Context: an optimization exercise on an open-source flow, tuned for small area, a short achievable clock period and few clock cycles. The choices shown serve that exercise and are no tape-out recipe. At most, simulation tests tie the RTL to the original design; equivalence was not proved. The RTL of run 4 was laid out without a check of its function. Power figures rest on the tool's default switching activity, not on a simulated workload.

`config.mk`:
```
export PLATFORM = sky130hd
export DESIGN_NAME = soc_top
export DESIGN_NICKNAME = soc_top
export VERILOG_FILES = /design/flow/design.v
export SDC_FILE = /design/flow/constraint.sdc
export NUM_CORES = 4
export LEC_CHECK = 0
export CAP_MARGIN = 30
export CORE_MARGIN = 2
export CORE_UTILIZATION = 55
export SLEW_MARGIN = 30
```
`constraint.sdc`:
```
create_clock -name core_clock -period 12.0 [get_ports {clk}]
set_input_delay 2.4000 -clock core_clock [delete_from_list [all_inputs] [get_ports {clk}]]
set_output_delay 2.4000 -clock core_clock [all_outputs]
set_load 0.01 [all_outputs]
```
`design.v`:
```
`default_nettype none
package bus_pkg;
    typedef logic [31:0] addr_t;
    typedef logic [31:0] word_t;
    typedef logic [3:0] strobe_t;
    typedef enum logic [1:0] {
        MSIZE1 = 2'd0,    
        MSIZE4 = 2'd2     
    } msize_t;
    localparam addr_t RESET_PC = 32'hbfc00000;
endpackage
`default_nettype wire
`default_nettype none
package mips_pkg;
    localparam int OPC_LSB = 26;
    localparam int OPC_W   = 6;
    localparam int RS_LSB  = 21;
    localparam int RT_LSB  = 16;
    localparam int RD_LSB  = 11;
    localparam int REG_W   = 5;
    localparam int IMM_W   = 16;
    typedef enum logic [5:0] {
        OP_SPECIAL = 6'h00,
        OP_BEQ     = 6'h04,
        OP_BNE     = 6'h05,
        OP_ADDIU   = 6'h09,
        OP_ORI     = 6'h0d,
        OP_LUI     = 6'h0f,
        OP_LW      = 6'h23,
        OP_SB      = 6'h28,
        OP_SW      = 6'h2b
    } opcode_t;
    typedef enum logic [5:0] {
        FN_ADDU = 6'h21,
        FN_SUBU = 6'h23,
        FN_AND  = 6'h24,
        FN_OR   = 6'h25,
        FN_SLT  = 6'h2a
    } funct_t;
    typedef enum logic [2:0] {
        ALU_ADD,
        ALU_SUB,
        ALU_AND,
        ALU_OR,
        ALU_SLT,    
        ALU_LUI     
    } alu_op_t;
endpackage
`default_nettype wire
`default_nettype none
module addr_translate (
    input  bus_pkg::addr_t vaddr,
    output bus_pkg::addr_t paddr,
    output logic           uncached
);
    assign paddr[27:0]  = vaddr[27:0];
    assign paddr[31:28] = (vaddr[31:30] == 2'b10) ? {3'b000, vaddr[28]} : vaddr[31:28];
    assign uncached     = (vaddr[31:29] == 3'b101);
endmodule
`default_nettype wire
`default_nettype none
module regfile (
    input  logic           clk,
    input  logic [31:1]    rsel,
    output bus_pkg::word_t rd,
    input  logic           clr,
    input  logic           we,
    input  logic [4:0]     wa,
    input  bus_pkg::word_t wd
);
    bus_pkg::word_t regs [1:31];
    always_ff @(posedge clk) begin
        for (int i = 1; i < 32; i++) begin
            if (clr || (we && wa == 5'(i))) regs[i] <= wd;
        end
    end
    always_comb begin
        rd = '0;
        for (int i = 1; i < 32; i++) begin
            rd = rd | (regs[i] & {32{rsel[i]}});
        end
    end
endmodule
`default_nettype wire
`default_nettype none
module alu (
    input  logic [4:0]     op,
    input  logic           cin,
    input  bus_pkg::word_t a,
    input  bus_pkg::word_t b,
    output bus_pkg::word_t y
);
    bus_pkg::word_t sum;
    logic           lt;
    logic [31:0]    g [0:5];
    logic [31:0]    p [0:5];
    logic [32:0]    c;
    always_comb begin
        g[0] = a & b;
        p[0] = a ^ b;
        g[0][0] = (a[0] & b[0]) | (cin & (a[0] ^ b[0]));
        for (int l = 0; l < 5; l++) begin
            for (int i = 0; i < 32; i++) begin
                if (i >= (1 << l)) begin
                    g[l+1][i] = g[l][i] | (p[l][i] & g[l][i - (1 << l)]);
                    p[l+1][i] = p[l][i] & p[l][i - (1 << l)];
                end else begin
                    g[l+1][i] = g[l][i];
                    p[l+1][i] = p[l][i];
                end
            end
        end
        c[0] = cin;
        for (int i = 0; i < 32; i++) c[i+1] = g[5][i];
        sum = p[0] ^ c[31:0];
    end
    assign lt  = (a[31] == b[31]) ? a[31] : sum[31];
    assign y = (sum & {32{op[0]}})
             | (a & b & {32{op[1]}})
             | ((a | b) & {32{op[2]}})
             | ({31'd0, lt} & {32{op[3]}})
             | (b & {32{op[4]}});
endmodule
`default_nettype wire
`default_nettype none
module mips_core (
    input  logic             clk,
    input  logic             rst,
    output logic             mem_valid,
    output logic             mem_write,
    output logic             mem_uncached,
    output bus_pkg::addr_t   mem_addr,
    output bus_pkg::strobe_t mem_strobe,
    output bus_pkg::word_t   mem_wdata,
    input  bus_pkg::word_t   mem_rdata,
    input  logic             mem_ready
);
    logic        first;       
    logic        ex;          
    logic        dslot;       
    logic [3:0]  vtop;        
    logic [31:2] pc;          
    bus_pkg::word_t ir;
    bus_pkg::word_t a_q;      
    bus_pkg::word_t b_q;      
    bus_pkg::word_t y_q;      
    logic [31:1] rsel;        
    logic        clr;         
    logic        we;          
    logic [4:0]  wa;
    logic        wd_y, wd_mem;
    logic [4:0]  aop;
    logic        cin;
    logic        rpend;       
    logic [4:0]  rpend_rd;
    logic        byp_alu;     
    logic        byp_y;       
    logic        byp_rt;      
    logic        c_br, c_bne, c_mem, c_lw, c_sb, c_r, c_imm, c_rsub;
    logic [4:0]  c_rd, c_rt, c_rop;
    logic [5:0] opc, fn;
    logic [4:0] rs, rt, rd;
    logic       is_r, is_addiu, is_ori, is_lui, is_lw, is_sw, is_sb, is_beq, is_bne;
    logic [4:0] r_op;
    logic       r_sub;
    assign opc = ir[31:26];
    assign fn  = ir[5:0];
    assign rs  = ir[25:21];
    assign rt  = ir[20:16];
    assign rd  = ir[15:11];
    always_comb begin
        r_op  = 5'b00000;
        r_sub = 1'b0;
        case (fn)
            6'h21:   r_op = 5'b00001;
            6'h23:   begin r_op = 5'b00001; r_sub = 1'b1; end
            6'h24:   r_op = 5'b00010;
            6'h25:   r_op = 5'b00100;
            6'h2a:   begin r_op = 5'b01000; r_sub = 1'b1; end
            default: r_op = 5'b00000;
        endcase
    end
    assign is_r     = (opc == 6'h00) & (r_op != 5'b00000);
    assign is_addiu = (opc == 6'h09);
    assign is_ori   = (opc == 6'h0d);
    assign is_lui   = (opc == 6'h0f);
    assign is_lw    = (opc == 6'h23);
    assign is_sw    = (opc == 6'h2b);
    assign is_sb    = (opc == 6'h28);
    assign is_beq   = (opc == 6'h04);
    assign is_bne   = (opc == 6'h05);
    function automatic logic [31:1] onehot(input logic [4:0] r);
        for (int i = 1; i < 32; i++) onehot[i] = (r == 5'(i));
    endfunction
    bus_pkg::word_t rdata, alu_y, wdata, rt_val;
    assign wdata  = ({32{wd_y}} & y_q) | ({32{wd_mem}} & mem_rdata);
    assign rt_val = byp_rt ? y_q : rdata;
    regfile u_rf (
        .clk (clk),
        .rsel (rsel), .rd (rdata),
        .clr (clr), .we (we), .wa (wa), .wd (wdata)
    );
    alu u_alu (.op (aop), .cin (cin), .a (a_q), .b (b_q), .y (alu_y));
    logic        eq, taken, go_data, nex;
    logic [31:2] pc_inc, pc_tgt;
    bus_pkg::addr_t xinc, xtgt, xdat, nseq;
    logic        unc_d;
    logic [4:0]  nrs;
    assign eq      = byp_rt ? (a_q == y_q) : (a_q == rdata);
    assign taken   = ex & c_br & (eq ^ c_bne);
    assign go_data = ex & c_mem;
    assign nex     = ~go_data & ~taken;
    assign pc_inc  = pc + 30'd1;
    assign pc_tgt  = pc + {{14{ir[15]}}, ir[15:0]};
    addr_translate u_xi (.vaddr ({pc_inc, 2'b00}), .paddr (xinc), .uncached ());
    addr_translate u_xt (.vaddr ({pc_tgt, 2'b00}), .paddr (xtgt), .uncached ());
    addr_translate u_xd (.vaddr (alu_y), .paddr (xdat), .uncached (unc_d));
    assign nseq = go_data ? xdat : xinc;
    assign nrs  = dslot ? rs : mem_rdata[25:21];
    assign mem_valid = 1'b1;
    assign mem_wdata = b_q;
    always_ff @(posedge clk) begin
        if (rst) begin
            first     <= 1'b1;
            ex        <= 1'b0;
            dslot     <= 1'b0;
            vtop      <= 4'hb;
            mem_addr  <= 32'h1fc00000;
            mem_write <= 1'b0;
            clr       <= 1'b1;        
            we        <= 1'b0;
            wd_y      <= 1'b0;
            wd_mem    <= 1'b0;
            rpend     <= 1'b0;
        end else begin
            first <= mem_ready;
            clr   <= 1'b0;
            if (mem_ready) begin
                if (!dslot) ir <= mem_rdata;
                dslot     <= go_data;
                ex        <= nex;
                mem_addr  <= taken ? xtgt : nseq;
                if (!go_data) vtop <= taken ? pc_tgt[31:28] : pc_inc[31:28];
                mem_write <= go_data & ~c_lw;
                if (go_data) begin
                    mem_uncached <= unc_d;
                    mem_strobe   <= c_sb ? (4'b0001 << alu_y[1:0]) : 4'b1111;
                end
                if (ex) b_q <= c_sb ? {4{rt_val[7:0]}} : (c_rsub ? ~rt_val : rt_val);
                if (ex & c_imm) y_q <= alu_y;
                rsel     <= onehot(nrs);
                aop      <= c_rop;
                cin      <= c_rsub;
                rpend    <= ex & c_r;
                rpend_rd <= c_rd;
                byp_alu  <= ex & c_r & (c_rd == nrs);
                byp_y    <= ex & c_imm & (c_rt == nrs);
                byp_rt   <= 1'b0;
                we       <= (ex & c_imm) | (go_data & c_lw);
                wa       <= c_rt;
                wd_y     <= ex & c_imm;
                wd_mem   <= go_data & c_lw;
            end else if (first) begin
                if (!dslot) pc <= {vtop, mem_addr[27:2]};
                if (rpend) y_q <= alu_y;
                byp_rt <= rpend & (rpend_rd == rt);
                if (rpend) begin
                    we   <= 1'b1;
                    wa   <= rpend_rd;
                    wd_y <= 1'b1;
                end else if (!dslot) begin
                    we   <= 1'b0;
                    wd_y <= 1'b0;
                end
                if (ex) begin
                    a_q    <= byp_alu ? alu_y : (byp_y ? y_q : rdata);
                    b_q    <= is_lui ? {ir[15:0], 16'h0000} :
                              is_ori ? {16'h0000, ir[15:0]} : {{16{ir[15]}}, ir[15:0]};
                    aop    <= is_ori ? 5'b00100 : is_lui ? 5'b10000 : 5'b00001;
                    cin    <= 1'b0;
                    rsel   <= onehot(rt);
                    c_br   <= is_beq | is_bne;
                    c_bne  <= is_bne;
                    c_mem  <= is_lw | is_sw | is_sb;
                    c_lw   <= is_lw;
                    c_sb   <= is_sb;
                    c_r    <= is_r & (rd != 5'd0);
                    c_imm  <= is_addiu | is_ori | is_lui;
                    c_rd   <= rd;
                    c_rt   <= rt;
                    c_rop  <= r_op;
                    c_rsub <= r_sub;
                end
            end else begin
                byp_rt <= 1'b0;
                if (!dslot) we <= 1'b0;
                if (ex & c_imm) y_q <= alu_y;
            end
        end
    end
endmodule
`default_nettype wire
`default_nettype none
module soc_top (
    input  logic             clk,
    input  logic             rst,
    output logic             mem_valid,
    output logic             mem_write,
    output logic             mem_uncached,
    output bus_pkg::addr_t   mem_addr,
    output bus_pkg::strobe_t mem_strobe,
    output bus_pkg::word_t   mem_wdata,
    input  bus_pkg::word_t   mem_rdata,
    input  logic             mem_ready
);
    mips_core core (
        .clk, .rst,
        .mem_valid, .mem_write, .mem_uncached, .mem_addr, .mem_strobe, .mem_wdata,
        .mem_rdata, .mem_ready
    );
endmodule
`default_nettype wire
```
`flow/run.sh`:
```
#!/bin/bash
# Standard layout (the standard.sh) with timing repair aimed well below
# the 12 ns period. Gate cloning is skipped: it left high-fanout nets that
# failed the slew check after routing. The clock tree uses clkbuf_8 cells
# and no dummy loads.
set -o pipefail
bash standard.sh SETUP_SLACK_MARGIN=8.8 SKIP_GATE_CLONING=1 \
  "CTS_ARGS=-sink_clustering_enable -repair_clock_nets -buf_list sky130_fd_sc_hd__clkbuf_8 -dont_use_dummy_load" \
  finish > standard_make.log 2>&1
```
`standard.sh`:
```
#!/bin/bash
# synth_recipe.tcl (not shown) runs the flow's synth.tcl, then flattens the netlist and writes it again
# the make line also repeats each setting of config.mk as NAME=value (left out here)
make -C /OpenROAD-flow-scripts/flow DESIGN_CONFIG=/design/flow/config.mk WORK_HOME=/design/flow/orfs CLKGATE_MAP_FILE= SYNTH_SCRIPT=/design/flow/synth_recipe.tcl "${@:-finish}"
```
==> run notes, run 1 <==
# TYPE chip_impl_metric gauge
chip_impl_metric{name="detail_route.first_pass.iterations",unit=""} 6
chip_impl_info{name="timing.critical_path.to_type",value="register"} 1
chip_impl_metric{name="synth.mux.area_fraction",unit="%"} 1.397
chip_impl_metric{name="worst-r2r-setup-slack",unit="ns"} 7.96
chip_impl_metric{name="layout-drive-gt1-share",unit="%"} 26.12
chip_impl_metric{name="clock_sink_count",unit=""} 1272
chip_impl_metric{name="avgRoutedWirePerCell",unit="um"} 37.38
chip_impl_metric{name="layout.nets",unit=""} 4288
chip_impl_info{name="run_status",value="timing/DRC/antenna clean"} 1
chip_impl_metric{name="synthesis.yosys.warnings",unit=""} 6
chip_impl_info{name="min_path_type",value="reg2reg"} 1
chip_impl_metric{name="post_synth_and_or_nand_nor_area_fraction",unit="%"} 6.804
chip_impl_metric{name="global_route.usage.total",unit="%"} 40.36
chip_impl_metric{name="vias_per_cell",unit=""} 6.995
chip_impl_metric{name="place.gp.congestion",unit=""} 0.9531
chip_impl_metric{name="final-setup-viol-count",unit=""} 0
chip_impl_metric{name="hold_critical_path_depth",unit=""} 0
chip_impl_metric{name="postPlaceCellArea",unit="um^2"} 56700
chip_impl_metric{name="first_global_vias",unit=""} 35500
chip_impl_info{name="setup.worst_path.start_class",value="register"} 1
chip_impl_metric{name="postRouteWirelength",unit="um"} 203000
chip_impl_info{name="rr_startpoint",value="core.rsel[25]$_DFFE_PP_"} 1
chip_impl_info{name="grt_setup_unrepaired",value="true"} 1
chip_impl_metric{name="area_growth",unit="%"} 20.52
chip_impl_metric{name="port_buffers",unit=""} 104
chip_impl_metric{name="route.antenna.remaining_nets",unit=""} 0
chip_impl_metric{name="globalRouteOverflowTotal",unit=""} 0
chip_impl_info{name="reg2reg_end",value="core.mem_addr[19]$_SDFFE_PP0P_"} 1
chip_impl_info{name="most_frequent_cells_in_the_layout",value="sky130_fd_sc_hd__edfxtp_1 (1227), sky130_fd_sc_hd__a22oi_1 (431), sky130_fd_sc_hd__nor2_1 (243)"} 1
chip_impl_metric{name="fmax",unit="GHz"} 0.2478
chip_impl_metric{name="floorplan.die.height",unit="um"} 315.1
chip_impl_metric{name="number_of_buffers_created_by_cts",unit=""} 201
chip_impl_metric{name="async_reset_ff_share",unit="%"} 0
chip_impl_metric{name="timing.final.crit_period",unit="ns"} 4.036
chip_impl_metric{name="final_max_slew_viol_count",unit=""} 0
chip_impl_metric{name="synth-edff-count",unit=""} 1227
chip_impl_metric{name="critical_path_peak_fanout",unit=""} 16
chip_impl_metric{name="register_area",unit="um^2"} 37810
chip_impl_metric{name="ir_drop",unit="V"} 0.0001437
chip_impl_metric{name="relSlewSlack",unit="%"} 32.79
chip_impl_metric{name="netlist_instances",unit=""} 3685
chip_impl_metric{name="critical_path_at",unit="ns"} 4.81
chip_impl_metric{name="total_leakage_power",unit="nW"} 22.81
chip_impl_info{name="synth_top_flop_cell",value="sky130_fd_sc_hd__edfxtp_1"} 1
chip_impl_metric{name="final_hold_violation_count",unit=""} 0
chip_impl_info{name="clk_root_buffer_cell",value="sky130_fd_sc_hd__clkbuf_8"} 1
chip_impl_metric{name="synth_compound_gate_area_share",unit="%"} 13.46
chip_impl_metric{name="detailroute.via_count",unit=""} 37990
chip_impl_metric{name="hpwlAfterDp",unit="um"} 106600
chip_impl_metric{name="std_cell_rows",unit=""} 114
chip_impl_metric{name="multiInputGateArea",unit="um^2"} 16550
chip_impl_metric{name="final.setup_skew",unit="ns"} 0.08041
chip_impl_info{name="tritoncts",value="yes"} 1
chip_impl_metric{name="cts_max_level",unit=""} 4
chip_impl_metric{name="period_share",unit="%"} 33.63
chip_impl_metric{name="remaining_drc_errors",unit=""} 0
chip_impl_metric{name="number_of_antenna_violations_at_the_first_check_in_global_routing",unit=""} 2
chip_impl_info{name="timing_worst_setup_path_type",value="reg2reg"} 1
chip_impl_metric{name="die-width",unit="um"} 315.1
chip_impl_metric{name="clock_tree.buffer_depth",unit=""} 3
chip_impl_info{name="most_frequent_standard_cell_in_the_layout_excluding_fill_and_tap_cells",value="sky130_fd_sc_hd__edfxtp_1"} 1
chip_impl_metric{name="cap_violations",unit=""} 0
chip_impl_metric{name="synth_area_per_cell",unit="um^2"} 14.44
chip_impl_info{name="hold_path.startpoint",value="core.vtop[1]$_SDFFE_PP1P_"} 1
chip_impl_metric{name="core_region_area",unit="um^2"} 96280
chip_impl_metric{name="wire_length_of_the_first_global_routing_pass",unit="um"} 274100
chip_impl_metric{name="floorplan.initialDensity",unit="%"} 55.27
chip_impl_metric{name="synth.net_count",unit=""} 3817
chip_impl_metric{name="critical_path_required",unit="ns"} 12.77
chip_impl_metric{name="top_level_ports",unit=""} 106
chip_impl_info{name="synth_top_family_by_area",value="compound AO/OA/AOI/OAI gates"} 1
chip_impl_metric{name="aggregate_negative_setup_slack",unit="ns"} 0
chip_impl_metric{name="ys_seq_area_share",unit="%"} 70.93
chip_impl_metric{name="die_area",unit="um^2"} 99260
chip_impl_metric{name="layout.filler_cells",unit=""} 6798
chip_impl_metric{name="timing.reg2reg.worst_path_depth",unit=""} 15
chip_impl_metric{name="power_density",unit="nW/um^2"} 145.5
chip_impl_metric{name="synth_cell_type_count",unit=""} 74
chip_impl_metric{name="synth-xor-area-share",unit="%"} 2.647
chip_impl_metric{name="grt_max_degree",unit=""} 65
chip_impl_metric{name="clock_insertion_delay_worst_skew",unit="ns"} 0.88
chip_impl_metric{name="final_design_area_no_fill",unit="um^2"} 64140
chip_impl_metric{name="synth.ff_latch_count",unit=""} 1272
chip_impl_metric{name="yosys.area_share.adder",unit="%"} 2.323
chip_impl_metric{name="initial_drc_count",unit=""} 5576
chip_impl_info{name="hold_end",value="core.pc[29]$_DFFE_PP_"} 1
chip_impl_metric{name="worst_slew_pin_slew",unit="ns"} 1.008
chip_impl_metric{name="worst_setup_hold_path_clk_slew",unit="ns"} 0.06
chip_impl_metric{name="synthesized_area",unit="um^2"} 53220
cell usage after synthesis, types with 8 or more instances:
cell,number,share of area [%]
sky130_fd_sc_hd__a22o_1,40,0.66
sky130_fd_sc_hd__a222oi_1,32,0.60
sky130_fd_sc_hd__a211oi_1,11,0.16
sky130_fd_sc_hd__a221oi_1,25,0.41
sky130_fd_sc_hd__nand2b_1,19,0.22
sky130_fd_sc_hd__nor2b_1,14,0.16
sky130_fd_sc_hd__inv_1,97,0.68
sky130_fd_sc_hd__dfxtp_1,45,1.7
sky130_fd_sc_hd__nand2_1,198,1.4
sky130_fd_sc_hd__or4_1,10,0.14
sky130_fd_sc_hd__ha_1,94,2.2
sky130_fd_sc_hd__o211ai_1,9,0.13
sky130_fd_sc_hd__xor2_1,72,1.2
sky130_fd_sc_hd__and2_1,10,0.12
sky130_fd_sc_hd__mux2_2,44,0.93
sky130_fd_sc_hd__or3_1,8,0.094
sky130_fd_sc_hd__a22oi_1,437,6.2
sky130_fd_sc_hd__a221o_1,11,0.21
sky130_fd_sc_hd__xnor2_1,87,1.4
sky130_fd_sc_hd__nand4_1,107,1.3
sky130_fd_sc_hd__a21oi_1,152,1.4
sky130_fd_sc_hd__edfxtp_1,1227,69
sky130_fd_sc_hd__buf_6,12,0.25
sky130_fd_sc_hd__o31ai_1,10,0.14
sky130_fd_sc_hd__clkbuf_1,82,0.58
sky130_fd_sc_hd__a2111oi_0,14,0.23
sky130_fd_sc_hd__nand3_1,84,0.79
sky130_fd_sc_hd__a211o_1,10,0.16
sky130_fd_sc_hd__nor3_1,20,0.19
sky130_fd_sc_hd__mux2i_1,18,0.34
sky130_fd_sc_hd__and3_1,12,0.14
sky130_fd_sc_hd__buf_1,31,0.22
sky130_fd_sc_hd__a31oi_1,40,0.47
sky130_fd_sc_hd__buf_2,62,0.58
sky130_fd_sc_hd__a21o_1,21,0.30
sky130_fd_sc_hd__nor2_1,286,2.0
sky130_fd_sc_hd__o21ai_0,128,1.2
cell families after synthesis:
| family | count (synthesis) |
|---|---|
| other | 1 |
| XOR/XNOR | 160 |
| flip-flops | 1272 |
| multiplexers | 66 |
| buffers and inverters | 294 |
| AND/OR/NAND/NOR | 787 |
| AO/OA/AOI/OAI | 1008 |
| adder cells (fa/ha/maj) | 97 |
report_power, final:
group / internal (mW) / switching (mW)
Sequential: 5.16 / 0.104
Combinational: 0.359 / 0.733
Clock: 1.46 / 1.52
through the flow:
step                      hold slack, ns  setup slack (ns)  total power [mW]  util, %  std cells
after floorplan                   0.4081             7.984             5.796        -       3685
after global placement            0.4177             6.931             6.183    58.72       4962
after detailed placement          0.4189             6.885             6.213    58.89       4974
after CTS                         0.4315             8.029             9.252    65.17       5358
after global routing              0.4524             7.923             9.566    66.62       5431
final                             0.4340             7.964             9.335    66.62       5431
critical path, stage by stage, from the launching register on:
cell and delay [ns]:
sky130_fd_sc_hd__edfxtp_1 0.51, sky130_fd_sc_hd__buf_12 0.21, sky130_fd_sc_hd__buf_12 0.18, sky130_fd_sc_hd__a22oi_1 0.18, sky130_fd_sc_hd__nand4_1 0.18, sky130_fd_sc_hd__nor2_4 0.21
sky130_fd_sc_hd__a31oi_1 0.21, sky130_fd_sc_hd__xnor2_2 0.32, sky130_fd_sc_hd__nand4_1 0.19, sky130_fd_sc_hd__nor4_4 0.39, sky130_fd_sc_hd__nand4_2 0.22, sky130_fd_sc_hd__mux2i_4 0.25
sky130_fd_sc_hd__buf_12 0.16, sky130_fd_sc_hd__buf_12 0.15, sky130_fd_sc_hd__a211o_1 0.24, sky130_fd_sc_hd__a311oi_1 0.28
layout make-up:
cell class	instances	share of cell area, %
clock buffer	201	4.313
sequential	1272	58.96
tap	1276	2.489
antenna	1	0.003902
inverter	101	0.6613
timing repair buffer	461	7.776
multi-input combinational	2119	25.80
flip-flops by register name (all words and copies together) (netlist names), 4 cells and up:
signal / cells
core.c_rd: 5
core.aop: 5
core.u_rf.regs: 992
core.wa: 5
core.a_q: 32
core.mem_strobe: 4
core.c_rop: 4
core.ir: 32
core.b_q: 32
core.vtop: 4
core.rsel: 31
core.mem_addr: 32
core.pc: 30
core.rpend_rd: 5
core.c_rt: 5
core.y_q: 32
worst max path at each step:
| stage | endpoint | start | cells past startpoint | slack [ns] |
|---|---|---|---|---|
| after floorplan | core.pc[10]$_DFFE_PP_ | rst | 4 | 7.98 |
| after global placement | core.ir[11]$_DFFE_PP_ | mem_ready | 4 | 6.93 |
| after detailed placement | core.ir[13]$_DFFE_PP_ | mem_ready | 4 | 6.88 |
| after CTS | mem_wdata[1] | core.b_q[1]$_DFFE_PP_ | 1 | 8.03 |
| after global routing | core.mem_addr[19]$_SDFFE_PP0P_ | core.rsel[20]$_DFFE_PP_ | 15 | 7.92 |
| final | core.mem_addr[19]$_SDFFE_PP0P_ | core.rsel[25]$_DFFE_PP_ | 15 | 7.96 |
layer usage:
| layer | GRT usage, % | part of all wire (%) | up-vias |
|---|---|---|---|
| met5 | 0 | 0.0025 | - |
| met4 | 21.62 | 6.4 | 2 |
| met3 | 8.953 | 12 | 602 |
| met2 | 64.06 | 47 | 2892 |
| met1 | 52.17 | 35 | 19100 |
| li1 | - | - | 15400 |
what timing repair did:
item / in CTS / in global routing
setup endpoints to repair: 1142 / 279
pin swaps: 86 / 67
setup buffers: 183 / 72
resized for setup: 682 / 156
hold buffers: 0 / 0
Testbench counts, summed over its fixed seeds: cycles 237,370.
==> run 2, diff against run 1 <==
==> flow/run.sh (replaced) <==
#!/bin/bash
# Standard layout (the standard.sh) with timing repair aimed well below
# the 12 ns period. Gate cloning is skipped: it left high-fanout nets that
# failed the slew check after routing.
set -o pipefail
bash standard.sh SETUP_SLACK_MARGIN=8.5 SKIP_GATE_CLONING=1 finish > standard_make.log 2>&1
==> run notes, run 2 <==
# TYPE chip_impl_metric gauge
chip_impl_metric{name="netlist_instances",unit=""} 3685
chip_impl_metric{name="power_density",unit="nW/um^2"} 162.0
chip_impl_metric{name="total_leakage_power",unit="nW"} 22.60
chip_impl_metric{name="dpl.cell_count",unit=""} 4979
chip_impl_metric{name="number_of_antenna_violations_at_the_first_check_in_global_routing",unit=""} 2
chip_impl_metric{name="synth_area_per_cell",unit="um^2"} 14.44
chip_impl_metric{name="cap_violations",unit=""} 0
chip_impl_metric{name="core_region_area",unit="um^2"} 96280
chip_impl_metric{name="critical_path_required",unit="ns"} 12.63
chip_impl_metric{name="top_level_ports",unit=""} 106
chip_impl_metric{name="async_reset_ff_share",unit="%"} 0
chip_impl_metric{name="worst_setup_hold_path_clk_slew",unit="ns"} 0.06
chip_impl_metric{name="critical_path_at",unit="ns"} 4.82
chip_impl_metric{name="yosysTopAreaCellShare",unit="%"} 69.24
chip_impl_info{name="yosys.cell_count.top_type",value="sky130_fd_sc_hd__edfxtp_1"} 1
chip_impl_metric{name="remaining_drc_errors",unit=""} 0
chip_impl_metric{name="fin_cells",unit=""} 5398
chip_impl_metric{name="critical_path_peak_fanout",unit=""} 7
chip_impl_metric{name="std_cell_rows",unit=""} 114
chip_impl_metric{name="synth.net_count",unit=""} 3817
chip_impl_metric{name="synth-edff-count",unit=""} 1227
chip_impl_info{name="top_reg_by_flops",value="core.u_rf.regs"} 1
chip_impl_metric{name="timing.final.crit_period",unit="ns"} 4.185
chip_impl_metric{name="first_global_vias",unit=""} 35010
chip_impl_metric{name="detail_route.first_pass.iterations",unit=""} 6
chip_impl_metric{name="aggregate_negative_setup_slack",unit="ns"} 0
chip_impl_metric{name="final_max_slew_viol_count",unit=""} 0
chip_impl_info{name="tritoncts",value="yes"} 1
chip_impl_metric{name="ys_seq_area_share",unit="%"} 70.93
chip_impl_metric{name="synthesis.yosys.warnings",unit=""} 6
chip_impl_info{name="most_frequent_cells_in_the_layout",value="sky130_fd_sc_hd__edfxtp_1 (1227), sky130_fd_sc_hd__a22oi_1 (436), sky130_fd_sc_hd__nor2_1 (260)"} 1
chip_impl_info{name="most_frequent_standard_cell_in_the_layout_excluding_fill_and_tap_cells",value="sky130_fd_sc_hd__edfxtp_1"} 1
chip_impl_metric{name="grt_max_degree",unit=""} 65
chip_impl_metric{name="final-setup-viol-count",unit=""} 0
chip_impl_metric{name="layout.filler_cells",unit=""} 6868
chip_impl_info{name="yosys.area.top_type",value="sky130_fd_sc_hd__edfxtp_1"} 1
chip_impl_metric{name="cts_hold_buffers",unit=""} 0
chip_impl_metric{name="wire_length_of_the_first_global_routing_pass",unit="um"} 267800
chip_impl_info{name="setup.worst_path.start_class",value="register"} 1
chip_impl_metric{name="port_buffers",unit=""} 104
chip_impl_metric{name="fmax",unit="GHz"} 0.2389
chip_impl_info{name="timing_worst_setup_path_type",value="reg2reg"} 1
chip_impl_metric{name="floorplan.initialDensity",unit="%"} 55.27
chip_impl_metric{name="final_hold_violation_count",unit=""} 0
chip_impl_info{name="critPathSlowestCell",value="sky130_fd_sc_hd__edfxtp_1"} 1
chip_impl_info{name="clk_root_buffer_cell",value="sky130_fd_sc_hd__clkbuf_16"} 1
chip_impl_info{name="synth_commonest_cells",value="sky130_fd_sc_hd__edfxtp_1 (1227), sky130_fd_sc_hd__a22oi_1 (437), sky130_fd_sc_hd__nor2_1 (286)"} 1
chip_impl_metric{name="area_growth",unit="%"} 19.15
chip_impl_metric{name="die-width",unit="um"} 315.1
chip_impl_info{name="grt_setup_unrepaired",value="true"} 1
chip_impl_metric{name="hold_critical_path_depth",unit=""} 0
chip_impl_info{name="min_path_type",value="reg2reg"} 1
chip_impl_metric{name="avgRoutedWirePerCell",unit="um"} 36.47
chip_impl_metric{name="globalRouteOverflowTotal",unit=""} 0
chip_impl_metric{name="number_of_buffers_created_by_cts",unit=""} 133
chip_impl_metric{name="route.antenna.remaining_nets",unit=""} 0
chip_impl_metric{name="layout.core_utilization",unit="%"} 65.86
chip_impl_metric{name="vias_per_cell",unit=""} 6.928
chip_impl_metric{name="timing.reg2reg.worst_path_depth",unit=""} 17
chip_impl_info{name="synth.top_cells.by_area",value="sky130_fd_sc_hd__edfxtp_1 (69%), sky130_fd_sc_hd__a22oi_1 (6.2%), sky130_fd_sc_hd__ha_1 (2.2%)"} 1
chip_impl_metric{name="ir_drop",unit="V"} 0.0001562
chip_impl_info{name="timing.critical_path.to_type",value="register"} 1
chip_impl_metric{name="initial_drc_count",unit=""} 5981
chip_impl_metric{name="synth.ff_latch_count",unit=""} 1272
chip_impl_metric{name="clock_sink_count",unit=""} 1272
chip_impl_info{name="critical-path-top-delay-family",value="simple AND/OR/NAND/NOR gates"} 1
chip_impl_info{name="run_status",value="timing/DRC/antenna clean"} 1
chip_impl_metric{name="global_route.usage.total",unit="%"} 39.12
chip_impl_metric{name="die_area",unit="um^2"} 99260
chip_impl_metric{name="final.setup_skew",unit="ns"} 0.03663
chip_impl_metric{name="clock_insertion_delay_worst_skew",unit="ns"} 0.76
chip_impl_metric{name="critPathMaxStageDelay",unit="ns"} 0.52
chip_impl_metric{name="relSlewSlack",unit="%"} 30.12
chip_impl_metric{name="detailroute.via_count",unit=""} 37400
chip_impl_metric{name="synth_cell_type_count",unit=""} 74
chip_impl_metric{name="layout-drive-gt1-share",unit="%"} 20.41
chip_impl_metric{name="layout.nets",unit=""} 4142
chip_impl_metric{name="whs",unit="ns"} 0.4437
chip_impl_metric{name="hpwlAfterDp",unit="um"} 108300
chip_impl_metric{name="largest_register_ff_count",unit=""} 992
chip_impl_metric{name="clock_tree.buffer_depth",unit=""} 3
chip_impl_metric{name="period_share",unit="%"} 34.88
chip_impl_info{name="crit_path_cell_trace",value="buf_12 > buf_4 > buf_4 > a22oi_1 > nand4_1 > nor2_1 > a31oi_1 > xnor2_1 > nand4_1 > nor4_4 > nand4_2 > mux2i_4 > buf_12 > buf_16 > buf_8 > and3_4 > a311o_1"} 1
chip_impl_metric{name="critical_path_depth",unit=""} 17
chip_impl_info{name="synth_top_flop_cell",value="sky130_fd_sc_hd__edfxtp_1"} 1
chip_impl_metric{name="floorplan.die.height",unit="um"} 315.1
chip_impl_metric{name="cts_max_level",unit=""} 4
chip_impl_metric{name="postRouteWirelength",unit="um"} 196900
chip_impl_metric{name="synthesized_area",unit="um^2"} 53220
chip_impl_metric{name="critPathBufInv",unit=""} 6
chip_impl_metric{name="worst_slew_pin_slew",unit="ns"} 1.048
chip_impl_metric{name="place.gp.congestion",unit=""} 0.9858
run 2: cell types whose count changed in the layout (fill, tap and decap cells not counted), moves of 14 or more:
cell and change:
sky130_fd_sc_hd__clkbuf_16 +135, sky130_fd_sc_hd__nor2_1 +17, sky130_fd_sc_hd__buf_12 -42, sky130_fd_sc_hd__o21ai_1 -29, sky130_fd_sc_hd__clkbuf_1 +37, sky130_fd_sc_hd__buf_6 -26, sky130_fd_sc_hd__clkinv_1 +27, sky130_fd_sc_hd__clkbuf_8 -196
sky130_fd_sc_hd__a21oi_1 +45, sky130_fd_sc_hd__a21oi_2 -40, sky130_fd_sc_hd__clkinv_2 +16, sky130_fd_sc_hd__nor2_4 -14, sky130_fd_sc_hd__o21ai_0 +44
run 2: area by class of cell:
type                            count  area (um^2)  share of cell area, %
Inverter                          101        395.4                 0.6235
Multi-Input combinational cell   2119        15560                  24.54
Tap cell                         1276         1597                  2.518
Antenna cell                        6        15.01                0.02368
Clock inverter                     66        681.9                  1.075
Clock buffer                      175         3547                  5.594
Sequential cell                  1272        37810                  59.63
Timing Repair Buffer              383         3807                  6.004
run 2: routing by layer:
layer | track usage, % | vias to the layer above | wire, um
li1 | - | 15240 | -
met1 | 51.79 | 18920 | 70740
met2 | 60.99 | 2738 | 91230
met3 | 8.315 | 498 | 23250
met4 | 21.03 | 0 | 11630
met5 | 0 | - | 0
run 2: kinds of logic (layout without fill, tap and decap cells):
logic type / count (synthesis) / after routing / synth area share [%]
multiplexers: 66 / 66 / 1.397
XOR/XNOR: 160 / 160 / 2.647
flip-flops: 1272 / 1272 / 70.93
other: 1 / 7 / 0.007047
AND/OR/NAND/NOR: 787 / 787 / 6.804
buffers and inverters: 294 / 725 / 2.431
adder cells (fa/ha/maj): 97 / 97 / 2.323
AO/OA/AOI/OAI: 1008 / 1008 / 13.46
run 2: path summary, 6_finish.rpt:
kind,start,end,slack (ns)
worst max-delay path,core.rsel[9]$_DFFE_PP_,core.mem_addr[15]$_SDFFE_PP0P_,7.81
worst min-delay path,core.vtop[1]$_SDFFE_PP1P_,core.pc[29]$_DFFE_PP_,0.44
worst min register to register,core.vtop[1]$_SDFFE_PP1P_,core.pc[29]$_DFFE_PP_,0.44
worst max register to register,core.rsel[9]$_DFFE_PP_,core.mem_addr[15]$_SDFFE_PP0P_,7.81
run 2: what timing repair did:
action	4_1_cts	5_1_grt
pin swaps	50	47
endpoints found under the hold margin	0	0
endpoints found under the setup margin	525	195
setup buffers	109	62
gates resized for setup	535	115
run 2: power breakdown:
| group | leakage (nW) | switching [mW] | internal, mW | total (mW) |
|---|---|---|---|---|
| Clock | 2.05 | 1.74 | 2.28 | 4.02 |
| Sequential | 12.8 | 0.104 | 5.15 | 5.26 |
| Combinational | 7.78 | 0.685 | 0.309 | 0.993 |
run 2: metrics by stage:
stage	total power, mW	worst slack [ns]	area, um^2
after global placement	6.166	6.928	56110
after CTS	10.21	7.894	62260
after floorplan	5.770	7.984	53510
after detailed placement	6.196	6.880	56310
after global routing	10.51	7.789	63400
final	10.27	7.815	63410
run 2: worst register-to-register path: stages, from the launching register on:
cell	delay [ns]
sky130_fd_sc_hd__edfxtp_1	0.52
sky130_fd_sc_hd__buf_12	0.20
sky130_fd_sc_hd__buf_4	0.14
sky130_fd_sc_hd__buf_4	0.14
sky130_fd_sc_hd__a22oi_1	0.19
sky130_fd_sc_hd__nand4_1	0.10
sky130_fd_sc_hd__nor2_1	0.48
sky130_fd_sc_hd__a31oi_1	0.27
sky130_fd_sc_hd__xnor2_1	0.21
sky130_fd_sc_hd__nand4_1	0.20
sky130_fd_sc_hd__nor4_4	0.28
sky130_fd_sc_hd__nand4_2	0.23
sky130_fd_sc_hd__mux2i_4	0.26
sky130_fd_sc_hd__buf_12	0.15
sky130_fd_sc_hd__buf_16	0.14
sky130_fd_sc_hd__buf_8	0.13
sky130_fd_sc_hd__and3_4	0.16
sky130_fd_sc_hd__a311o_1	0.25
==> run 3, diff against run 2 <==
--- a/design.v
+++ b/design.v
@@ -64,2 +64,4 @@
     input  logic [31:1]    rsel,
+    input  logic           xsel,
+    input  bus_pkg::word_t xd,
     output bus_pkg::word_t rd,
@@ -77,3 +79,3 @@
     always_comb begin
-        rd = '0;
+        rd = xd & {32{xsel}};
         for (int i = 1; i < 32; i++) begin
@@ -147,2 +149,3 @@
     logic [31:1] rsel;        
+    logic        ysel;        
     logic        clr;         
@@ -156,4 +159,2 @@
     logic        byp_alu;     
-    logic        byp_y;       
-    logic        byp_rt;      
     logic        c_br, c_bne, c_mem, c_lw, c_sb, c_r, c_imm, c_rsub;
@@ -194,8 +195,7 @@
     endfunction
-    bus_pkg::word_t rdata, alu_y, wdata, rt_val;
+    bus_pkg::word_t rdata, alu_y, wdata;
     assign wdata  = ({32{wd_y}} & y_q) | ({32{wd_mem}} & mem_rdata);
-    assign rt_val = byp_rt ? y_q : rdata;
     regfile u_rf (
         .clk (clk),
-        .rsel (rsel), .rd (rdata),
+        .rsel (rsel), .xsel (ysel), .xd (y_q), .rd (rdata),
         .clr (clr), .we (we), .wa (wa), .wd (wdata)
@@ -208,3 +208,3 @@
     logic [4:0]  nrs;
-    assign eq      = byp_rt ? (a_q == y_q) : (a_q == rdata);
+    assign eq      = (a_q == rdata);
     assign taken   = ex & c_br & (eq ^ c_bne);
@@ -248,5 +248,6 @@
                 end
-                if (ex) b_q <= c_sb ? {4{rt_val[7:0]}} : (c_rsub ? ~rt_val : rt_val);
+                if (ex) b_q <= c_sb ? {4{rdata[7:0]}} : (c_rsub ? ~rdata : rdata);
                 if (ex & c_imm) y_q <= alu_y;
-                rsel     <= onehot(nrs);
+                rsel     <= (ex & c_imm & (c_rt == nrs)) ? '0 : onehot(nrs);
+                ysel     <= ex & c_imm & (c_rt == nrs) & (nrs != 5'd0);
                 aop      <= c_rop;
@@ -256,4 +257,2 @@
                 byp_alu  <= ex & c_r & (c_rd == nrs);
-                byp_y    <= ex & c_imm & (c_rt == nrs);
-                byp_rt   <= 1'b0;
                 we       <= (ex & c_imm) | (go_data & c_lw);
@@ -265,3 +264,3 @@
                 if (rpend) y_q <= alu_y;
-                byp_rt <= rpend & (rpend_rd == rt);
+                ysel   <= rpend & (rpend_rd == rt);
                 if (rpend) begin
@@ -275,3 +274,3 @@
                 if (ex) begin
-                    a_q    <= byp_alu ? alu_y : (byp_y ? y_q : rdata);
+                    a_q    <= byp_alu ? alu_y : rdata;
                     b_q    <= is_lui ? {ir[15:0], 16'h0000} :
@@ -280,3 +279,3 @@
                     cin    <= 1'b0;
-                    rsel   <= onehot(rt);
+                    rsel   <= (rpend & (rpend_rd == rt)) ? '0 : onehot(rt);
                     c_br   <= is_beq | is_bne;
@@ -294,3 +293,6 @@
             end else begin
-                byp_rt <= 1'b0;
+                if (ysel) begin
+                    rsel <= onehot(rt);    
+                    ysel <= 1'b0;
+                end
                 if (!dslot) we <= 1'b0;
==> flow/run.sh (replaced) <==
#!/bin/bash
# Standard layout (the standard.sh) with timing repair aimed well below
# the 12 ns period. Gate cloning is skipped: it left high-fanout nets that
# failed the slew check after routing. The clock tree uses clkbuf_8 cells
# and no dummy loads.
set -o pipefail
bash standard.sh SETUP_SLACK_MARGIN=8.8 SKIP_GATE_CLONING=1 \
  "CTS_ARGS=-sink_clustering_enable -repair_clock_nets -buf_list sky130_fd_sc_hd__clkbuf_8 -dont_use_dummy_load" \
  finish > standard_make.log 2>&1
==> run notes, run 3 <==
# TYPE chip_impl_metric gauge
chip_impl_metric{name="avgRoutedWirePerCell",unit="um"} 37.20
chip_impl_metric{name="critical_path_peak_fanout",unit=""} 32
chip_impl_metric{name="ys_seq_area_share",unit="%"} 71.30
chip_impl_metric{name="route.antenna.remaining_nets",unit=""} 0
chip_impl_metric{name="number_of_antenna_violations_at_the_first_check_in_global_routing",unit=""} 9
chip_impl_metric{name="fmax",unit="GHz"} 0.2468
chip_impl_info{name="tritoncts",value="yes"} 1
chip_impl_info{name="synth_commonest_cells",value="sky130_fd_sc_hd__edfxtp_1 (1226), sky130_fd_sc_hd__a22oi_1 (512), sky130_fd_sc_hd__nor2_1 (204)"} 1
chip_impl_metric{name="floorplan.die.height",unit="um"} 314.1
chip_impl_metric{name="die_area",unit="um^2"} 98670
chip_impl_metric{name="yosysTopAreaCellShare",unit="%"} 69.60
chip_impl_metric{name="port_buffers",unit=""} 104
chip_impl_metric{name="total_leakage_power",unit="nW"} 22.37
chip_impl_metric{name="synthesis.yosys.warnings",unit=""} 6
chip_impl_metric{name="final_max_slew_viol_count",unit=""} 0
chip_impl_metric{name="number_of_buffers_created_by_cts",unit=""} 197
chip_impl_metric{name="remaining_drc_errors",unit=""} 0
chip_impl_info{name="synth_top_flop_cell",value="sky130_fd_sc_hd__edfxtp_1"} 1
chip_impl_metric{name="hold_critical_path_depth",unit=""} 0
chip_impl_metric{name="worst_slew_pin_slew",unit="ns"} 1.010
chip_impl_metric{name="globalRouteOverflowTotal",unit=""} 0
chip_impl_metric{name="wire_length_of_the_first_global_routing_pass",unit="um"} 271800
chip_impl_info{name="yosys.area.top_type",value="sky130_fd_sc_hd__edfxtp_1"} 1
chip_impl_metric{name="relSlewSlack",unit="%"} 32.67
chip_impl_metric{name="global_route.usage.total",unit="%"} 39.86
chip_impl_metric{name="whs",unit="ns"} 0.4293
chip_impl_metric{name="final_design_area_no_fill",unit="um^2"} 62850
chip_impl_metric{name="aggregate_negative_setup_slack",unit="ns"} 0
chip_impl_info{name="timing_worst_setup_path_type",value="reg2reg"} 1
chip_impl_info{name="most_frequent_standard_cell_in_the_layout_excluding_fill_and_tap_cells",value="sky130_fd_sc_hd__edfxtp_1"} 1
chip_impl_metric{name="final.setup_skew",unit="ns"} 0.1044
chip_impl_metric{name="layout.nets",unit=""} 4187
chip_impl_metric{name="die-width",unit="um"} 314.1
chip_impl_info{name="grt_setup_unrepaired",value="true"} 1
chip_impl_info{name="min_path_type",value="reg2reg"} 1
chip_impl_metric{name="final-setup-viol-count",unit=""} 0
chip_impl_metric{name="worst_setup_hold_path_clk_slew",unit="ns"} 0.06
chip_impl_metric{name="timing.final.crit_period",unit="ns"} 4.053
chip_impl_metric{name="synth-edff-count",unit=""} 1226
chip_impl_metric{name="synth_cell_type_count",unit=""} 73
chip_impl_metric{name="postRouteWirelength",unit="um"} 198000
chip_impl_metric{name="layout-drive-gt1-share",unit="%"} 23.22
chip_impl_metric{name="place.gp.congestion",unit=""} 0.9220
chip_impl_metric{name="synth.net_count",unit=""} 3746
chip_impl_metric{name="first_global_vias",unit=""} 35430
chip_impl_metric{name="detail_route.first_pass.iterations",unit=""} 7
chip_impl_info{name="timing.critical_path.to_type",value="register"} 1
chip_impl_metric{name="cts_hold_buffers",unit=""} 0
chip_impl_metric{name="final_hold_violation_count",unit=""} 0
chip_impl_metric{name="floorplan.initialDensity",unit="%"} 55.59
chip_impl_info{name="synth.top_cells.by_area",value="sky130_fd_sc_hd__edfxtp_1 (70%), sky130_fd_sc_hd__a22oi_1 (7.3%), sky130_fd_sc_hd__ha_1 (2.2%)"} 1
chip_impl_metric{name="critical_path_at",unit="ns"} 4.76
chip_impl_metric{name="core_region_area",unit="um^2"} 95150
chip_impl_metric{name="synth_area_per_cell",unit="um^2"} 14.64
chip_impl_metric{name="largest_register_ff_count",unit=""} 992
chip_impl_metric{name="power_density",unit="nW/um^2"} 146.7
chip_impl_metric{name="netlist_instances",unit=""} 3614
chip_impl_metric{name="period_share",unit="%"} 33.77
chip_impl_metric{name="clock_tree.buffer_depth",unit=""} 3
chip_impl_metric{name="top_level_ports",unit=""} 106
chip_impl_metric{name="cts_max_level",unit=""} 4
chip_impl_metric{name="clock_sink_count",unit=""} 1271
chip_impl_metric{name="cap_violations",unit=""} 0
chip_impl_info{name="most_frequent_cells_in_the_layout",value="sky130_fd_sc_hd__edfxtp_1 (1226), sky130_fd_sc_hd__a22oi_1 (498), sky130_fd_sc_hd__buf_4 (201)"} 1
chip_impl_metric{name="detailroute.via_count",unit=""} 37450
chip_impl_metric{name="postPlaceCellArea",unit="um^2"} 56500
chip_impl_metric{name="synth.ff_latch_count",unit=""} 1271
chip_impl_info{name="run_status",value="timing/DRC/antenna clean"} 1
chip_impl_info{name="top_reg_by_flops",value="core.u_rf.regs"} 1
chip_impl_metric{name="initial_drc_count",unit=""} 5617
chip_impl_metric{name="ir_drop",unit="V"} 0.0001362
chip_impl_metric{name="std_cell_rows",unit=""} 113
chip_impl_metric{name="grt_max_degree",unit=""} 62
chip_impl_metric{name="hpwlAfterDp",unit="um"} 108700
chip_impl_metric{name="area_growth",unit="%"} 18.82
chip_impl_metric{name="async_reset_ff_share",unit="%"} 0
chip_impl_metric{name="vias_per_cell",unit=""} 7.035
chip_impl_info{name="yosys.cell_count.top_type",value="sky130_fd_sc_hd__edfxtp_1"} 1
chip_impl_info{name="clk_root_buffer_cell",value="sky130_fd_sc_hd__clkbuf_8"} 1
chip_impl_metric{name="timing.reg2reg.worst_path_depth",unit=""} 14
chip_impl_metric{name="synthesized_area",unit="um^2"} 52900
chip_impl_info{name="setup.worst_path.start_class",value="register"} 1
chip_impl_metric{name="clock_insertion_delay_worst_skew",unit="ns"} 0.91
chip_impl_metric{name="critical_path_required",unit="ns"} 12.71
[run 3: cell types whose count changed after synthesis, sizes merged, moves of 26 or more]
cell	previous run	this run
nand3	84	47
buf	111	45
nor2	286	204
clkbuf	82	138
mux2	47	11
a222oi	32	0
nand4	108	134
a22oi	437	512
[run 3: critical path, stage by stage (launching register included)]
cell                       delay (ns)
sky130_fd_sc_hd__edfxtp_1        0.41
sky130_fd_sc_hd__buf_12          0.22
sky130_fd_sc_hd__a22oi_1         0.21
sky130_fd_sc_hd__nand4_1         0.39
sky130_fd_sc_hd__nor3_4          0.37
sky130_fd_sc_hd__a21oi_1         0.14
sky130_fd_sc_hd__nor4_2          0.30
sky130_fd_sc_hd__nand4_1         0.31
sky130_fd_sc_hd__nor4_4          0.42
sky130_fd_sc_hd__mux2i_4         0.12
sky130_fd_sc_hd__buf_12          0.16
sky130_fd_sc_hd__buf_16          0.15
sky130_fd_sc_hd__buf_4           0.15
sky130_fd_sc_hd__a211o_1         0.27
sky130_fd_sc_hd__a311oi_2        0.23
[run 3: per-layer routing]
metal	GRT usage, %	part of all wire [%]	up-vias
met1	52.36	36	18840
met4	20.06	5.9	6
met2	61.92	45	2823
met5	0	0.022	-
li1	-	-	15230
met3	10.30	13	553
[run 3: layout make-up]
| class | instances | area, um^2 |
|---|---|---|
| Multi-Input combinational cell | 2068 | 15930 |
| Fill cell | 6793 | 32300 |
| Tap cell | 1265 | 1583 |
| Clock buffer | 197 | 2711 |
| Inverter | 92 | 377.9 |
| Sequential cell | 1271 | 37770 |
| Timing Repair Buffer | 425 | 4466 |
| Antenna cell | 5 | 12.51 |
[run 3: path summary, 6_finish.rpt]
check / endpoint / slack (ns) / startpoint
hold reg to reg: core.pc[30]$_DFFE_PP_ / 0.43 / core.vtop[2]$_SDFFE_PP0P_
hold / removal: core.pc[30]$_DFFE_PP_ / 0.43 / core.vtop[2]$_SDFFE_PP0P_
setup reg to reg: core.mem_addr[19]$_SDFFE_PP0P_ / 7.95 / core.rsel[18]$_DFFE_PP_
setup / recovery: core.mem_addr[19]$_SDFFE_PP0P_ / 7.95 / core.rsel[18]$_DFFE_PP_
[run 3: cell families after synthesis]
group	Yosys count	share of synthesized area, %
muxes	36	0.7143
adders and majority gates	97	2.337
buffers and inverters	275	2.074
other	1	0.007089
xor gates and xnor gates	144	2.384
AOI/OAI and AO/OA	1049	14.09
and+or+nand+nor	741	7.089
DFF	1271	71.30
[run 3: what timing repair did]
item,CTS,global route
resized for setup,650,109
cloned,0,0
endpoints found under the setup margin,943,255
pin swaps,89,78
buffers inserted,171,37
[run 3: metrics by stage]
stage               util (%)  power, mW  instances  worst slack (ns)
global route           66.04      9.457       5319             7.880
global placement       59.12      6.162       4902             6.663
floorplan                  -      5.770       3614             8.123
CTS                    65.23      9.175       5281             8.044
detailed placement     59.38      6.193       4913             6.831
finish                 66.05      9.221       5323             7.947
[run 3: power by group]
group | internal [mW] | switching, mW
logic | 0.324 | 0.692
clock network | 1.44 | 1.51
registers | 5.15 | 0.110
total | 6.91 | 2.31
Testbench counts of run 3, summed over its fixed seeds: cycles 237,370.
==> run 4, diff against run 3 <==
--- a/design.v
+++ b/design.v
@@ -192,2 +192,13 @@
     assign is_bne   = (opc == 6'h05);
+    assign c_br   = is_beq | is_bne;
+    assign c_bne  = is_bne;
+    assign c_mem  = is_lw | is_sw | is_sb;
+    assign c_lw   = is_lw;
+    assign c_sb   = is_sb;
+    assign c_r    = is_r & (rd != 5'd0);
+    assign c_imm  = is_addiu | is_ori | is_lui;
+    assign c_rd   = rd;
+    assign c_rt   = rt;
+    assign c_rop  = r_op;
+    assign c_rsub = r_sub;
     function automatic logic [31:1] onehot(input logic [4:0] r);
@@ -280,13 +291,2 @@
                     rsel   <= (rpend & (rpend_rd == rt)) ? '0 : onehot(rt);
-                    c_br   <= is_beq | is_bne;
-                    c_bne  <= is_bne;
-                    c_mem  <= is_lw | is_sw | is_sb;
-                    c_lw   <= is_lw;
-                    c_sb   <= is_sb;
-                    c_r    <= is_r & (rd != 5'd0);
-                    c_imm  <= is_addiu | is_ori | is_lui;
-                    c_rd   <= rd;
-                    c_rt   <= rt;
-                    c_rop  <= r_op;
-                    c_rsub <= r_sub;
                 end
==> flow/run.sh (replaced) <==
#!/bin/bash
# Standard layout (the standard.sh) with timing repair aimed well below
# the 12 ns period. Gate cloning is skipped: it left high-fanout nets that
# failed the slew check after routing. The clock tree uses larger sink
# clusters and no dummy loads: fewer buffers and a shorter insertion delay.
set -o pipefail
bash standard.sh SETUP_SLACK_MARGIN=8.8 SKIP_GATE_CLONING=1 \
  "CTS_ARGS=-sink_clustering_enable -repair_clock_nets -sink_clustering_size 30 -sink_clustering_max_diameter 70 -dont_use_dummy_load" \
  finish > standard_make.log 2>&1
==> run notes, run 4 <==
# TYPE chip_impl_metric gauge
chip_impl_metric{name="worst_setup_hold_path_clk_slew",unit="ns"} 0.10
chip_impl_info{name="grt_setup_unrepaired",value="true"} 1
chip_impl_metric{name="std_cell_rows",unit=""} 113
chip_impl_info{name="critical_path.most_common_cell",value="sky130_fd_sc_hd__buf_12"} 1
chip_impl_metric{name="synthesized_area",unit="um^2"} 52450
chip_impl_metric{name="timing.reg2reg.worst_path_depth",unit=""} 16
chip_impl_info{name="timing_worst_setup_path_type",value="reg2reg"} 1
chip_impl_metric{name="hpwlAfterDp",unit="um"} 114700
chip_impl_metric{name="whs",unit="ns"} 0.4331
chip_impl_metric{name="ys_seq_area_share",unit="%"} 70.65
chip_impl_metric{name="sw_share",unit="%"} 25.17
chip_impl_metric{name="synth_area_per_cell",unit="um^2"} 14.39
chip_impl_info{name="yosys.cell_count.top_type",value="sky130_fd_sc_hd__edfxtp_1"} 1
chip_impl_metric{name="place.gp.congestion",unit=""} 0.9397
chip_impl_info{name="tritoncts",value="yes"} 1
chip_impl_info{name="most_frequent_standard_cell_in_the_layout_excluding_fill_and_tap_cells",value="sky130_fd_sc_hd__edfxtp_1"} 1
chip_impl_metric{name="power_switching",unit="mW"} 2.100
chip_impl_metric{name="postLayoutSetupSlackWorst",unit="ns"} 7.586
chip_impl_metric{name="top_level_ports",unit=""} 106
chip_impl_metric{name="clock_tree.buffer_depth",unit=""} 3
chip_impl_metric{name="critical_path_required",unit="ns"} 12.59
chip_impl_info{name="critical-path-top-delay-family",value="simple AND/OR/NAND/NOR gates"} 1
chip_impl_metric{name="critPathMaxStageDelay",unit="ns"} 0.58
chip_impl_metric{name="synthesis.yosys.warnings",unit=""} 6
chip_impl_metric{name="synth-edff-count",unit=""} 1204
chip_impl_info{name="hold_end",value="core.pc[31]$_DFFE_PP_"} 1
chip_impl_info{name="clk_root_buffer_cell",value="sky130_fd_sc_hd__clkbuf_16"} 1
chip_impl_metric{name="number_of_buffers_created_by_cts",unit=""} 61
chip_impl_info{name="synth_commonest_cells",value="sky130_fd_sc_hd__edfxtp_1 (1204), sky130_fd_sc_hd__a22oi_1 (471), sky130_fd_sc_hd__nand2_1 (219)"} 1
chip_impl_metric{name="total_leakage_power",unit="nW"} 21.91
chip_impl_metric{name="dpl.cell_count",unit=""} 4928
chip_impl_info{name="synth.top_cells.by_area",value="sky130_fd_sc_hd__edfxtp_1 (69%), sky130_fd_sc_hd__a22oi_1 (6.7%), sky130_fd_sc_hd__ha_1 (2.2%)"} 1
chip_impl_metric{name="postPlaceCellArea",unit="um^2"} 55730
chip_impl_metric{name="core_region_area",unit="um^2"} 94730
chip_impl_metric{name="detailroute.via_count",unit=""} 38070
chip_impl_info{name="timing.critical_path.to_type",value="register"} 1
chip_impl_metric{name="cts_max_level",unit=""} 2
chip_impl_metric{name="synth_cell_type_count",unit=""} 77
chip_impl_metric{name="clock_sink_count",unit=""} 1249
chip_impl_metric{name="cap_violations",unit=""} 0
chip_impl_info{name="yosys.area.top_type",value="sky130_fd_sc_hd__edfxtp_1"} 1
chip_impl_metric{name="fin_cells",unit=""} 5251
chip_impl_metric{name="postRouteWirelength",unit="um"} 205900
chip_impl_metric{name="pwr-share-clk",unit="%"} 26.5
chip_impl_metric{name="m1WireLength",unit="um"} 72110
chip_impl_metric{name="yosysTopAreaCellShare",unit="%"} 68.93
chip_impl_metric{name="port_buffers",unit=""} 104
chip_impl_metric{name="comb_power_share",unit="%"} 12.1
chip_impl_metric{name="netlist_instances",unit=""} 3644
chip_impl_info{name="min_path_type",value="reg2reg"} 1
chip_impl_metric{name="relSlewSlack",unit="%"} 30.95
chip_impl_info{name="crit_path_cell_trace",value="buf_6 > buf_12 > a22oi_1 > nand4_1 > nor3_4 > a21o_1 > nand4b_1 > nand4bb_1 > nor4_4 > mux2i_4 > buf_12 > buf_4 > buf_12 > buf_12 > a31o_2 > a21oi_1"} 1
chip_impl_metric{name="critPathBufInv",unit=""} 6
chip_impl_metric{name="worst-r2r-setup-slack",unit="ns"} 7.59
chip_impl_metric{name="period_share",unit="%"} 36.79
chip_impl_metric{name="number_of_antenna_violations_at_the_first_check_in_global_routing",unit=""} 6
chip_impl_metric{name="layout.nets",unit=""} 4116
chip_impl_metric{name="final-setup-viol-count",unit=""} 0
chip_impl_metric{name="layout.core_utilization",unit="%"} 65.45
chip_impl_metric{name="floorplan.die.height",unit="um"} 312.8
chip_impl_info{name="setup.worst_path.start_class",value="register"} 1
chip_impl_metric{name="route.antenna.remaining_nets",unit=""} 0
chip_impl_metric{name="first_global_vias",unit=""} 35550
chip_impl_metric{name="die-width",unit="um"} 312.8
chip_impl_metric{name="final.setup_skew",unit="ns"} 0.07962
chip_impl_metric{name="layout-drive-gt1-share",unit="%"} 21.77
chip_impl_metric{name="synth.net_count",unit=""} 3776
chip_impl_metric{name="largest_register_ff_count",unit=""} 992
chip_impl_metric{name="hold_critical_path_depth",unit=""} 0
chip_impl_metric{name="dpl_worst_slack",unit="ns"} 5.971
chip_impl_info{name="top_reg_by_flops",value="core.u_rf.regs"} 1
chip_impl_metric{name="routed-wl-met2",unit="um"} 90930
chip_impl_info{name="rr_startpoint",value="core.rsel[31]$_DFFE_PP_"} 1
chip_impl_metric{name="final_max_slew_viol_count",unit=""} 0
chip_impl_metric{name="detail_route.first_pass.iterations",unit=""} 6
chip_impl_metric{name="worst_slew_pin_slew",unit="ns"} 1.036
chip_impl_metric{name="pnr_total_power",unit="mW"} 8.344
chip_impl_metric{name="initial_drc_count",unit=""} 6003
chip_impl_metric{name="intPower",unit="mW"} 6.243
chip_impl_info{name="synth_top_flop_cell",value="sky130_fd_sc_hd__edfxtp_1"} 1
chip_impl_info{name="most_frequent_cells_in_the_layout",value="sky130_fd_sc_hd__edfxtp_1 (1204), sky130_fd_sc_hd__a22oi_1 (460), sky130_fd_sc_hd__buf_4 (239)"} 1
chip_impl_metric{name="async_reset_ff_share",unit="%"} 0
chip_impl_metric{name="final_hold_violation_count",unit=""} 0
chip_impl_metric{name="critical_path_peak_fanout",unit=""} 16
chip_impl_metric{name="wl_met3",unit="um"} 27460
chip_impl_info{name="hold_path.startpoint",value="core.vtop[3]$_SDFFE_PP1P_"} 1
chip_impl_metric{name="critical_path_at",unit="ns"} 5.01
chip_impl_info{name="critPathSlowestCell",value="sky130_fd_sc_hd__edfxtp_1"} 1
chip_impl_metric{name="ir_drop",unit="V"} 0.0001526
chip_impl_metric{name="grt_max_degree",unit=""} 79
chip_impl_metric{name="timing.final.crit_period",unit="ns"} 4.414
chip_impl_metric{name="vias_per_cell",unit=""} 7.251
chip_impl_metric{name="p_seq_share",unit="%"} 61.4
chip_impl_info{name="run_status",value="timing/DRC/antenna clean"} 1
chip_impl_metric{name="floorplan.initialDensity",unit="%"} 55.37
chip_impl_metric{name="final_design_area_no_fill",unit="um^2"} 62000
chip_impl_metric{name="avgRoutedWirePerCell",unit="um"} 39.21
chip_impl_metric{name="globalRouteOverflowTotal",unit=""} 0
chip_impl_metric{name="wire_length_of_the_first_global_routing_pass",unit="um"} 279300
chip_impl_metric{name="aggregate_negative_setup_slack",unit="ns"} 0
chip_impl_metric{name="fmax",unit="GHz"} 0.2265
chip_impl_info{name="reg2reg_end",value="core.mem_addr[11]$_SDFFE_PP0P_"} 1
chip_impl_metric{name="global_route.usage.total",unit="%"} 41.26
chip_impl_info{name="top_layer",value="met5"} 1
chip_impl_metric{name="remaining_drc_errors",unit=""} 0
chip_impl_metric{name="synth.ff_latch_count",unit=""} 1249
chip_impl_metric{name="clock_insertion_delay_worst_skew",unit="ns"} 0.73
chip_impl_metric{name="area_growth",unit="%"} 18.21
chip_impl_metric{name="die_area",unit="um^2"} 97850
chip_impl_metric{name="cts_hold_buffers",unit=""} 0
chip_impl_metric{name="power_density",unit="nW/um^2"} 134.6
run 4: logic make-up (layout without fill, tap and decap cells):
kind of cell | after synthesis | after routing | synth area share, %
xor gates and xnor gates | 132 | 132 | 2.204
DFF | 1249 | 1249 | 70.65
adders and majority gates | 97 | 97 | 2.357
AOI/OAI and AO/OA | 1091 | 1091 | 14.63
and+or+nand+nor | 743 | 743 | 7.085
buffers and inverters | 291 | 629 | 2.264
other | 1 | 5 | 0.007150
muxes | 40 | 40 | 0.8039
run 4: how the worst max path moves through the flow:
stage	startpoint	to	slack [ns]	cells after the start
after floorplan	mem_ready	core.rsel[10]$_DFFE_PP_	8.15	5
after global placement	core.rsel[22]$_DFFE_PP_	core.mem_addr[9]$_SDFFE_PP0P_	5.99	13
after detailed placement	core.rsel[22]$_DFFE_PP_	core.mem_addr[9]$_SDFFE_PP0P_	5.97	13
after CTS	core.rsel[24]$_DFFE_PP_	core.vtop[1]$_SDFFE_PP1P_	7.79	14
after global routing	core.rsel[24]$_DFFE_PP_	core.mem_addr[22]$_SDFFE_PP1P_	7.59	16
final	core.rsel[31]$_DFFE_PP_	core.mem_addr[11]$_SDFFE_PP0P_	7.59	16
run 4: routing by layer:
layer,track usage [%],up-vias
met4,24.00,6
li1,-,15130
met3,9.263,664
met2,62.69,3116
met1,55.14,19150
met5,0,-
run 4: area by class of cell:
cell class	instances	area, um^2
Sequential cell	1249	37120
Inverter	96	392.9
Multi-Input combinational cell	2104	16480
Timing Repair Buffer	472	4891
Tap cell	1265	1583
Antenna cell	4	10.01
Fill cell	6764	32730
Clock buffer	61	1526
run 4: repair_timing:
action | 4_1_cts | 5_1_grt
setup endpoints to repair | 1425 | 484
buffers inserted | 219 | 38
gates cloned | 0 | 0
gates resized for setup | 747 | 108
pin swaps | 77 | 58
run 4: power groups by stage:
stage	sequential, mW	clock (mW)	combinational (mW)
global placement	5.21	0	0.779
floorplan	5.18	0	0.426
finish	5.12	2.21	1.01
detailed placement	5.22	0	0.793
CTS	5.12	2.20	0.940
global route	5.14	2.34	1.03

-- re-timing with driven ports --
How much do the figures lean on ideal ports? The routed layouts below were timed once more, with nothing changed but the port constraints. Step 1 assumes that a clkbuf_16 drives the clock port and a buf_2 every other input. Step 2 moves the port delays by t, midway between the first and last clock arrival at a register: inputs arrive t later, outputs are due t later. That takes back most of the time a late clock gives input paths. Slacks: no drivers / after step 1 / after step 2; pairs: no drivers / after step 1.
run	shift t [ns]	slack for setup (ns)	slew at the worst register clock pin (ns)	worst data-port slew with drivers (ns)
run 1	0.911	7.964 / 7.964 / 7.859	0.06 / 0.06	0.06
run 2	0.806	7.815 / 7.815 / 7.507	0.07 / 0.07	0.04
run 3	0.932	7.947 / 7.947 / 7.871	0.07 / 0.07	0.12
run 4	0.772	7.586 / 7.586 / 7.586	0.11 / 0.11	0.08
After both steps every run listed still meets setup and hold. The setup slack of run 2, which loses most, moves by 0.000 ns with the drivers and by -0.308 ns with both steps.
